Background: an optimization exercise with open tools, aiming at a short achievable clock period and few clock cycles per item. Do not read the settings as production practice.
In this exercise RTL edits were held to simulation tests only and were not proved equivalent to the original.

==> inputs of run E <==
Design rv32_core, start of the top module:
module rv32_core (
   input  logic                  CLK,
   input  logic                  RST_N,
   input  logic                  I_MEM_WAIT,
   output logic                  I_MEM_ENA,
   output logic [32-1:0] I_MEM_ADDR,
   input  logic [32-1:0] I_MEM_RDATA,
   input  logic                  D_MEM_WAIT,
   output logic                  D_MEM_ENA,
   output logic [3:0]            D_MEM_WSTB,
   output logic [32-1:0] D_MEM_ADDR,
   output logic [32-1:0] D_MEM_WDATA,
   input  logic [32-1:0] D_MEM_RDATA
);
Settings: LEC_CHECK=0, CAP_MARGIN=20, CORE_MARGIN=2, CORE_UTILIZATION=40, SETUP_SLACK_MARGIN=5, SLEW_MARGIN=20; clock period 9.0 ns.
run.sh (not shown) runs the stock make flow with config.mk's settings and CLKGATE_MAP_FILE= SYNTH_SCRIPT=/design/flow/synth_recipe.tcl, a recipe that flattens the netlist after the stock synthesis.
==> run D (differences from run E) <==
--- a/flow/design.v
+++ b/flow/design.v
@@ -106,31 +106,60 @@
    logic        ex_redir;
    logic        id_redir;
    logic [31:0] id_tgt;
    logic        id_adv;       
    logic        id_go;        
    logic        take;         
    logic        flush_f;
    assign flush_f = ex_redir | id_redir;
+   logic        jbad_q, jb;
+   logic [31:0] jtq;
+   assign jb = jbad_q & ~gstall;
    assign take    = id_adv & ((sk_n != 2'd0) | f2_v);
    logic [31:0] pw;
    logic        pw_jal, pw_br;
    logic [11:0] pw_sum;
    logic        f2_redir;
    logic [63:0] f2_tag;
    assign pw     = I_MEM_RDATA;
    assign pw_jal = (pw[6:0] == 7'b1101111);
    assign pw_br  = (pw[6:0] == 7'b1100011);
    logic [11:2] pw_sum_j, pw_sum_b;
    assign pw_sum_j = f2_pc[11:2] + {pw[20], pw[30:22]};
    assign pw_sum_b = f2_pc[11:2] + {pw[7], pw[30:25], pw[11:9]};
-   assign pw_sum   = {pw_jal ? pw_sum_j : pw_sum_b, 2'b00};
-   assign f2_redir = f2_v & ~f2_pc[63] & (pw_jal | (pw_br & pw[31]));
-   assign f2_tag   = f2_redir ? {2'b01, f2_pc[31:12], pw_sum[11:2], f2_pc[31:0]} : f2_pc;
+   logic        pa_ok;
+   logic [4:0]  pa_rd;
+   logic [31:2] pa_pc, pa_pc1;
+   logic [11:2] pw_sum_r;
+   logic        pw_fuse;
+   assign pw_sum_r = pa_pc[11:2] + pw[31:22];
+   assign pw_fuse  = (pw[6:0] == 7'b1100111) & pa_ok & (pw[19:15] == pa_rd) &
+                     ~pw[21] & (f2_pc[31:2] == pa_pc1);
+   always_ff @(posedge CLK) begin
+      if (!RST_N) begin
+         pa_ok <= 1'b0;
+      end else if (flush_f) begin
+         pa_ok <= 1'b0;
+      end else if (f2_v) begin
+         pa_ok <= (pw[6:0] == 7'b0010111) & (pw[31:12] == 20'd0) & (pw[11:7] != 5'd0);
+      end
+   end
+   always_ff @(posedge CLK) begin
+      if (f2_v) begin
+         pa_rd  <= pw[11:7];
+         pa_pc  <= f2_pc[31:2];
+         pa_pc1 <= f2_pc[31:2] + 30'd1;
+      end
+   end
+   logic [31:12] pw_hi;
+   assign pw_sum   = {pw_jal ? pw_sum_j : (pw_br ? pw_sum_b : pw_sum_r), 2'b00};
+   assign pw_hi    = pw_fuse ? pa_pc[31:12] : f2_pc[31:12];
+   assign f2_redir = f2_v & ~f2_pc[63] & (pw_jal | (pw_br & pw[31]) | pw_fuse);
+   assign f2_tag   = f2_redir ? {2'b01, pw_hi, pw_sum[11:2], f2_pc[31:0]} : f2_pc;
    logic [31:0] nxt_ir;
    logic [63:0] nxt_pc;
    assign nxt_ir = (sk_n != 2'd0) ? sk0_i  : I_MEM_RDATA;
    assign nxt_pc = (sk_n != 2'd0) ? sk0_pc : f2_tag;
    logic [1:0] sk_n_nx;
    logic       f2_v_nx;
    always_comb begin
       sk_n_nx = sk_n;
@@ -146,17 +175,18 @@
    end
    assign f2_v_nx = f_acc & ~flush_f & ~f2_redir;
    logic [31:0] fpc_nx;
    logic        rt_g, rn_g, jsel;
    logic [31:0] jt;
    logic [31:0] tgt_t, tgt_n;
    logic        br_taken;
    always_comb begin
-      if (f2_redir)   fpc_nx = {f2_pc[31:12], pw_sum[11:2], 2'b00};
+      if (jb)         fpc_nx = jtq;
+      else if (f2_redir) fpc_nx = {pw_hi, pw_sum[11:2], 2'b00};
       else if (f_acc) fpc_nx = bt_bp ? {bt_tgt, 2'b00} : fa + 32'd4;
       else            fpc_nx = fa;
    end
    always_ff @(posedge CLK) begin
       if (!RST_N) red_q <= 1'b0;
       else        red_q <= ex_redir;
    end
    always_ff @(posedge CLK) begin
@@ -409,27 +439,28 @@
    assign v1 = sel_ld1 ? ld_val : v1r;
    assign v2 = sel_ld2 ? ld_val : v2r;
    logic d_use_imm;
    assign d_use_imm = ~(d_op | d_br);
    logic fa_m, fb_m, fs_m;
    assign fa_m = d_use1 & h1_ex;
    assign fb_m = d_use2 & ~d_use_imm & h2_ex;
    assign fs_m = d_st & h2_ex;
-   assign id_redir = 1'b0;
+   assign id_redir = jb;
    logic [31:0] id_link;
    assign id_link = id_pc + 32'd4;
    logic [31:0] ex_a, ex_b, ex_opb, ex_btgt, ex_link;
    logic [11:0] ex_pcb;
    logic [31:0] ex_opbx;
    logic        ex_s_rr, ex_s_mr, ex_s_rm, ex_s_mm;
    logic        ex_as_rr, ex_as_mr, ex_as_rm, ex_as_mm;
    logic        ex_fa_m, ex_fb_m, ex_fs_m;
    logic        ex_br, ex_jalr, ex_jal, ex_st, ex_tok, ex_bp;
    logic [29:0] ex_bpt;
+   logic [31:0] ex_jx0, ex_jx1;
    assign ex_tok = (ex_bpt == ex_btgt[31:2]);
    logic [2:0]  ex_f3;
    logic        ex_ceq, ex_clt, ex_cltu, ex_cinv;
    logic        ex_add, ex_sub, ex_slt, ex_sltu, ex_xor, ex_or, ex_and,
                 ex_sll, ex_srl, ex_sra, ex_link_s;
    assign id_go = id_v & id_adv;
    logic       ex_kill, ex_vr, ex_ldr, ex_brr, ex_jalrr, ex_jalr_r, ex_str;
    logic [4:0] ex_rdr;
@@ -439,17 +470,17 @@
          ex_vr     <= 1'b0;
          ex_rdr    <= 5'd0;
          ex_ldr    <= 1'b0;
          ex_brr    <= 1'b0;
          ex_jalrr  <= 1'b0;
          ex_jalr_r <= 1'b0;
          ex_str    <= 1'b0;
       end else if (!gstall) begin
-         ex_kill   <= ex_redir;
+         ex_kill   <= ex_redir | jb;
          ex_vr     <= id_go;
          ex_rdr    <= id_go ? rd_eff : 5'd0;
          ex_ldr    <= id_go & d_ld;
          ex_brr    <= id_go & d_br;
          ex_jalrr  <= id_go & d_jalr;
          ex_jalr_r <= id_go & d_jal;
          ex_str    <= id_go & d_st;
       end
@@ -477,16 +508,18 @@
          ex_as_mr   <= (s_add | s_sub) &  fa_m & ~fb_m;
          ex_as_rm   <= (s_add | s_sub) & ~fa_m &  fb_m;
          ex_as_mm   <= (s_add | s_sub) &  fa_m &  fb_m;
          ex_btgt    <= id_tgt;
          ex_link    <= id_link;
          ex_pcb     <= id_pc[13:2];
          ex_bp      <= id_bp;
          ex_bpt     <= id_btgt;
+         ex_jx0     <= {id_btgt, 2'b00} - imm_i;
+         ex_jx1     <= {id_btgt, 2'b00} - imm_i + 32'd1;
          ex_fa_m    <= fa_m;
          ex_fb_m    <= fb_m;
          ex_fs_m    <= fs_m;
          ex_f3      <= f3;
          ex_ceq     <= (f3[2:1] == 2'b00);
          ex_clt     <= (f3[2:1] == 2'b10);
          ex_cltu    <= (f3[2:1] == 2'b11);
          ex_cinv    <= f3[0];
@@ -552,31 +585,41 @@
               | ({32{ex_sra}}    & sh_ra)
               | ({32{ex_link_s}} & ex_link);
    logic b_eq, b_lt, b_ltu, taken;
    assign b_eq  = eq_v;
    assign b_lt  = lt_s;
    assign b_ltu = lt_u;
    assign taken = ((ex_ceq & b_eq) | (ex_clt & b_lt) | (ex_cltu & b_ltu)) ^ ex_cinv;
    logic rt, rn;
-   assign jsel = ~gstall & ex_jalr;
+   assign jsel = ~gstall & ~jbad_q & ex_jalr & ~ex_bp;
    logic ex_oth, jal_bad;
    assign ex_oth  = ex_v & ~ex_br & ~ex_jal & ~ex_jalr;
    assign jal_bad = ex_jal & ~(ex_bp & ex_tok);
    assign rt   = jal_bad | (ex_br & ~(ex_bp & ex_tok)) | (ex_oth & ex_bp);
    assign rn   = jal_bad | (ex_br & ex_bp) | (ex_oth & ex_bp);
-   assign rt_g = ~gstall & rt;
-   assign rn_g = ~gstall & rn;
+   assign rt_g = ~gstall & ~jbad_q & rt;
+   assign rn_g = ~gstall & ~jbad_q & rn;
    assign br_taken = taken;
    assign ex_redir = jsel | (taken ? rt_g : rn_g);
    always_ff @(posedge CLK) begin
       if (!RST_N) begin
+         jbad_q <= 1'b0;
+      end else if (!gstall) begin
+         jbad_q <= ~jbad_q & ex_jalr & ex_bp & (a != ex_jx0) & (a != ex_jx1);
+      end
+   end
+   always_ff @(posedge CLK) begin
+      if (!gstall) jtq <= {jt[31:1], 1'b0};
+   end
+   always_ff @(posedge CLK) begin
+      if (!RST_N) begin
          bt_we <= 1'b0;
       end else begin
-         bt_we <= ~gstall & (ex_br | ex_jal);
+         bt_we <= ~gstall & ~jbad_q & (ex_br | ex_jal);
       end
    end
    always_ff @(posedge CLK) begin
       bt_wi   <= ex_pcb[3:0];
       bt_wtag <= ex_pcb[9:4];
       bt_wtgt <= ex_btgt[11:2];
       bt_wtk  <= ex_jal | taken;
    end
@@ -610,20 +653,20 @@
    logic [2:0]  m_f3;
    always_ff @(posedge CLK) begin
       if (!RST_N) begin
          m_dena <= 1'b0;
          m_wstb <= 4'b0000;
          m_rd   <= 5'd0;
          m_ld   <= 1'b0;
       end else if (!gstall) begin
-         m_dena <= ex_ld | ex_st;
-         m_wstb <= ex_st ? st_strb : 4'b0000;
-         m_rd   <= ex_rd;
-         m_ld   <= ex_ld;
+         m_dena <= ~jbad_q & (ex_ld | ex_st);
+         m_wstb <= (~jbad_q & ex_st) ? st_strb : 4'b0000;
+         m_rd   <= jbad_q ? 5'd0 : ex_rd;
+         m_ld   <= ~jbad_q & ex_ld;
       end
    end
    always_ff @(posedge CLK) begin
       if (!gstall) begin
          m_res   <= res;
          m_wdata <= st_data;
          m_f3    <= ex_f3;
       end
==> run B (differences from run E) <==
--- a/flow/design.v
+++ b/flow/design.v
@@ -106,31 +106,60 @@
    logic        ex_redir;
    logic        id_redir;
    logic [31:0] id_tgt;
    logic        id_adv;       
    logic        id_go;        
    logic        take;         
    logic        flush_f;
    assign flush_f = ex_redir | id_redir;
+   logic        jbad_q, jb;
+   logic [31:0] jtq;
+   assign jb = jbad_q & ~gstall;
    assign take    = id_adv & ((sk_n != 2'd0) | f2_v);
    logic [31:0] pw;
    logic        pw_jal, pw_br;
    logic [11:0] pw_sum;
    logic        f2_redir;
    logic [63:0] f2_tag;
    assign pw     = I_MEM_RDATA;
    assign pw_jal = (pw[6:0] == 7'b1101111);
    assign pw_br  = (pw[6:0] == 7'b1100011);
    logic [11:2] pw_sum_j, pw_sum_b;
    assign pw_sum_j = f2_pc[11:2] + {pw[20], pw[30:22]};
    assign pw_sum_b = f2_pc[11:2] + {pw[7], pw[30:25], pw[11:9]};
-   assign pw_sum   = {pw_jal ? pw_sum_j : pw_sum_b, 2'b00};
-   assign f2_redir = f2_v & ~f2_pc[63] & (pw_jal | (pw_br & pw[31]));
-   assign f2_tag   = f2_redir ? {2'b01, f2_pc[31:12], pw_sum[11:2], f2_pc[31:0]} : f2_pc;
+   logic        pa_ok;
+   logic [4:0]  pa_rd;
+   logic [31:2] pa_pc, pa_pc1;
+   logic [11:2] pw_sum_r;
+   logic        pw_fuse;
+   assign pw_sum_r = pa_pc[11:2] + pw[31:22];
+   assign pw_fuse  = (pw[6:0] == 7'b1100111) & pa_ok & (pw[19:15] == pa_rd) &
+                     ~pw[21] & (f2_pc[31:2] == pa_pc1);
+   always_ff @(posedge CLK) begin
+      if (!RST_N) begin
+         pa_ok <= 1'b0;
+      end else if (flush_f) begin
+         pa_ok <= 1'b0;
+      end else if (f2_v) begin
+         pa_ok <= (pw[6:0] == 7'b0010111) & (pw[31:12] == 20'd0) & (pw[11:7] != 5'd0);
+      end
+   end
+   always_ff @(posedge CLK) begin
+      if (f2_v) begin
+         pa_rd  <= pw[11:7];
+         pa_pc  <= f2_pc[31:2];
+         pa_pc1 <= f2_pc[31:2] + 30'd1;
+      end
+   end
+   logic [31:12] pw_hi;
+   assign pw_sum   = {pw_jal ? pw_sum_j : (pw_br ? pw_sum_b : pw_sum_r), 2'b00};
+   assign pw_hi    = pw_fuse ? pa_pc[31:12] : f2_pc[31:12];
+   assign f2_redir = f2_v & ~f2_pc[63] & (pw_jal | (pw_br & pw[31]) | pw_fuse);
+   assign f2_tag   = f2_redir ? {2'b01, pw_hi, pw_sum[11:2], f2_pc[31:0]} : f2_pc;
    logic [31:0] nxt_ir;
    logic [63:0] nxt_pc;
    assign nxt_ir = (sk_n != 2'd0) ? sk0_i  : I_MEM_RDATA;
    assign nxt_pc = (sk_n != 2'd0) ? sk0_pc : f2_tag;
    logic [1:0] sk_n_nx;
    logic       f2_v_nx;
    always_comb begin
       sk_n_nx = sk_n;
@@ -146,17 +175,18 @@
    end
    assign f2_v_nx = f_acc & ~flush_f & ~f2_redir;
    logic [31:0] fpc_nx;
    logic        rt_g, rn_g, jsel;
    logic [31:0] jt;
    logic [31:0] tgt_t, tgt_n;
    logic        br_taken;
    always_comb begin
-      if (f2_redir)   fpc_nx = {f2_pc[31:12], pw_sum[11:2], 2'b00};
+      if (jb)         fpc_nx = jtq;
+      else if (f2_redir) fpc_nx = {pw_hi, pw_sum[11:2], 2'b00};
       else if (f_acc) fpc_nx = bt_bp ? {bt_tgt, 2'b00} : fa + 32'd4;
       else            fpc_nx = fa;
    end
    always_ff @(posedge CLK) begin
       if (!RST_N) red_q <= 1'b0;
       else        red_q <= ex_redir;
    end
    always_ff @(posedge CLK) begin
@@ -409,17 +439,17 @@
    assign v1 = sel_ld1 ? ld_val : v1r;
    assign v2 = sel_ld2 ? ld_val : v2r;
    logic d_use_imm;
    assign d_use_imm = ~(d_op | d_br);
    logic fa_m, fb_m, fs_m;
    assign fa_m = d_use1 & h1_ex;
    assign fb_m = d_use2 & ~d_use_imm & h2_ex;
    assign fs_m = d_st & h2_ex;
-   assign id_redir = 1'b0;
+   assign id_redir = jb;
    logic [31:0] id_link;
    assign id_link = id_pc + 32'd4;
    logic [31:0] ex_a, ex_b, ex_opb, ex_btgt, ex_link;
    logic [11:0] ex_pcb;
    logic [31:0] ex_opbx;
    logic        ex_s_rr, ex_s_mr, ex_s_rm, ex_s_mm;
    logic        ex_as_rr, ex_as_mr, ex_as_rm, ex_as_mm;
    logic        ex_fa_m, ex_fb_m, ex_fs_m;
@@ -439,17 +469,17 @@
          ex_vr     <= 1'b0;
          ex_rdr    <= 5'd0;
          ex_ldr    <= 1'b0;
          ex_brr    <= 1'b0;
          ex_jalrr  <= 1'b0;
          ex_jalr_r <= 1'b0;
          ex_str    <= 1'b0;
       end else if (!gstall) begin
-         ex_kill   <= ex_redir;
+         ex_kill   <= ex_redir | jb;
          ex_vr     <= id_go;
          ex_rdr    <= id_go ? rd_eff : 5'd0;
          ex_ldr    <= id_go & d_ld;
          ex_brr    <= id_go & d_br;
          ex_jalrr  <= id_go & d_jalr;
          ex_jalr_r <= id_go & d_jal;
          ex_str    <= id_go & d_st;
       end
@@ -552,31 +582,41 @@
               | ({32{ex_sra}}    & sh_ra)
               | ({32{ex_link_s}} & ex_link);
    logic b_eq, b_lt, b_ltu, taken;
    assign b_eq  = eq_v;
    assign b_lt  = lt_s;
    assign b_ltu = lt_u;
    assign taken = ((ex_ceq & b_eq) | (ex_clt & b_lt) | (ex_cltu & b_ltu)) ^ ex_cinv;
    logic rt, rn;
-   assign jsel = ~gstall & ex_jalr;
+   assign jsel = ~gstall & ~jbad_q & ex_jalr & ~ex_bp;
    logic ex_oth, jal_bad;
    assign ex_oth  = ex_v & ~ex_br & ~ex_jal & ~ex_jalr;
    assign jal_bad = ex_jal & ~(ex_bp & ex_tok);
    assign rt   = jal_bad | (ex_br & ~(ex_bp & ex_tok)) | (ex_oth & ex_bp);
    assign rn   = jal_bad | (ex_br & ex_bp) | (ex_oth & ex_bp);
-   assign rt_g = ~gstall & rt;
-   assign rn_g = ~gstall & rn;
+   assign rt_g = ~gstall & ~jbad_q & rt;
+   assign rn_g = ~gstall & ~jbad_q & rn;
    assign br_taken = taken;
    assign ex_redir = jsel | (taken ? rt_g : rn_g);
    always_ff @(posedge CLK) begin
       if (!RST_N) begin
+         jbad_q <= 1'b0;
+      end else if (!gstall) begin
+         jbad_q <= ~jbad_q & ex_jalr & ex_bp & (jt[31:1] != {ex_bpt, 1'b0});
+      end
+   end
+   always_ff @(posedge CLK) begin
+      if (!gstall) jtq <= {jt[31:1], 1'b0};
+   end
+   always_ff @(posedge CLK) begin
+      if (!RST_N) begin
          bt_we <= 1'b0;
       end else begin
-         bt_we <= ~gstall & (ex_br | ex_jal);
+         bt_we <= ~gstall & ~jbad_q & (ex_br | ex_jal);
       end
    end
    always_ff @(posedge CLK) begin
       bt_wi   <= ex_pcb[3:0];
       bt_wtag <= ex_pcb[9:4];
       bt_wtgt <= ex_btgt[11:2];
       bt_wtk  <= ex_jal | taken;
    end
@@ -610,20 +650,20 @@
    logic [2:0]  m_f3;
    always_ff @(posedge CLK) begin
       if (!RST_N) begin
          m_dena <= 1'b0;
          m_wstb <= 4'b0000;
          m_rd   <= 5'd0;
          m_ld   <= 1'b0;
       end else if (!gstall) begin
-         m_dena <= ex_ld | ex_st;
-         m_wstb <= ex_st ? st_strb : 4'b0000;
-         m_rd   <= ex_rd;
-         m_ld   <= ex_ld;
+         m_dena <= ~jbad_q & (ex_ld | ex_st);
+         m_wstb <= (~jbad_q & ex_st) ? st_strb : 4'b0000;
+         m_rd   <= jbad_q ? 5'd0 : ex_rd;
+         m_ld   <= ~jbad_q & ex_ld;
       end
    end
    always_ff @(posedge CLK) begin
       if (!gstall) begin
          m_res   <= res;
          m_wdata <= st_data;
          m_f3    <= ex_f3;
       end
==> summary.txt <==
	run E	run B	run D
Outcome	finished clean	finished clean	finished clean
Post-route insts no fill	14800	15600	16200
Largest stage delay on the critical path	0.36 ns	0.53 ns	0.43 ns
Cell with the largest stage delay on the worst path	dfxtp_4	or4_4	mux2i_4
Number of antenna cells inserted	7	13	37
Gate Count Post-Synth	10200	10800	11100
Post-placement cell area	130000 sq um	136000 sq um	140000 sq um
Logic depth of the worst register-to-register path	19	17	15
Number of clock-tree buffers in the layout	308	341	338
Number of global-route vias before repair	88000	93700	96200
Max VDD drop	0.188 mV	0.185 mV	0.150 mV
Area of the multi-input gates	57900 sq um	61400 sq um	63600 sq um
DR vias	91700	97600	102000
Endpoint arrival time on the critical path	2.41 ns	5.15 ns	2.43 ns
Post-CTS setup buffer count	201	234	274
Highest achievable clock rate	238 MHz	228 MHz	236 MHz
Insertion delay to the later sink of the worst-skew pair	0.96 ns	0.95 ns	0.94 ns
Seq Cell Count	2185	2283	2347
Sequential Area	64100 sq um	67000 sq um	68900 sq um
Maximum number of pins on one net before global-route repair	160	162	156
Post-synth top area share	49.4%	49.4%	49.3%
Mean instance size in the synthesized netlist	12.1 sq um	11.9 sq um	11.9 sq um
Terminating pin of the worst hold path	bt_wtag[0]$_DFF_P_	bt_wi[1]$_DFF_P_	bt_wi[0]$_DFF_P_
Testbench counts of run E, summed over its fixed seeds: cycles 129,837, instrs 110,014.
Testbench counts of run D, summed over its fixed seeds: cycles 128,276, instrs 110,014.
Testbench counts of run B, summed over its fixed seeds: cycles 128,276, instrs 110,014.

re-timing with driven ports:
The flow's constraints put no driver on any port. The routed layouts listed below were extracted and timed again, unchanged, in two steps.
Step 1: set_driving_cell puts a clkbuf_16 on CLK and a buf_2 on each other input, an assumption about the parent block.
Step 2 also shifts input and output timing later by t, the mid clock arrival at the registers, as if the neighbouring blocks saw the same clock.
Slacks: no drivers / after step 1 / after step 2; pairs: no drivers / after step 1.
run | shift t [ns] | setup slack, ns | worst hold slack (ns) | cell pins on the clock port's net
run E | 1.005 | 4.790 / 4.691 / 3.901 | 0.316 / 0.316 / 0.316 | 1
run D | 0.989 | 4.770 / 4.675 / 3.793 | 0.355 / 0.355 / 0.355 | 1
run B | 0.989 | 4.608 / 4.608 / 4.019 | 0.358 / 0.358 / 0.358 | 1
After both steps every run listed still meets setup and hold. The setup slack of run D, which loses most, moves by -0.095 ns with the drivers and by -0.977 ns with both steps.
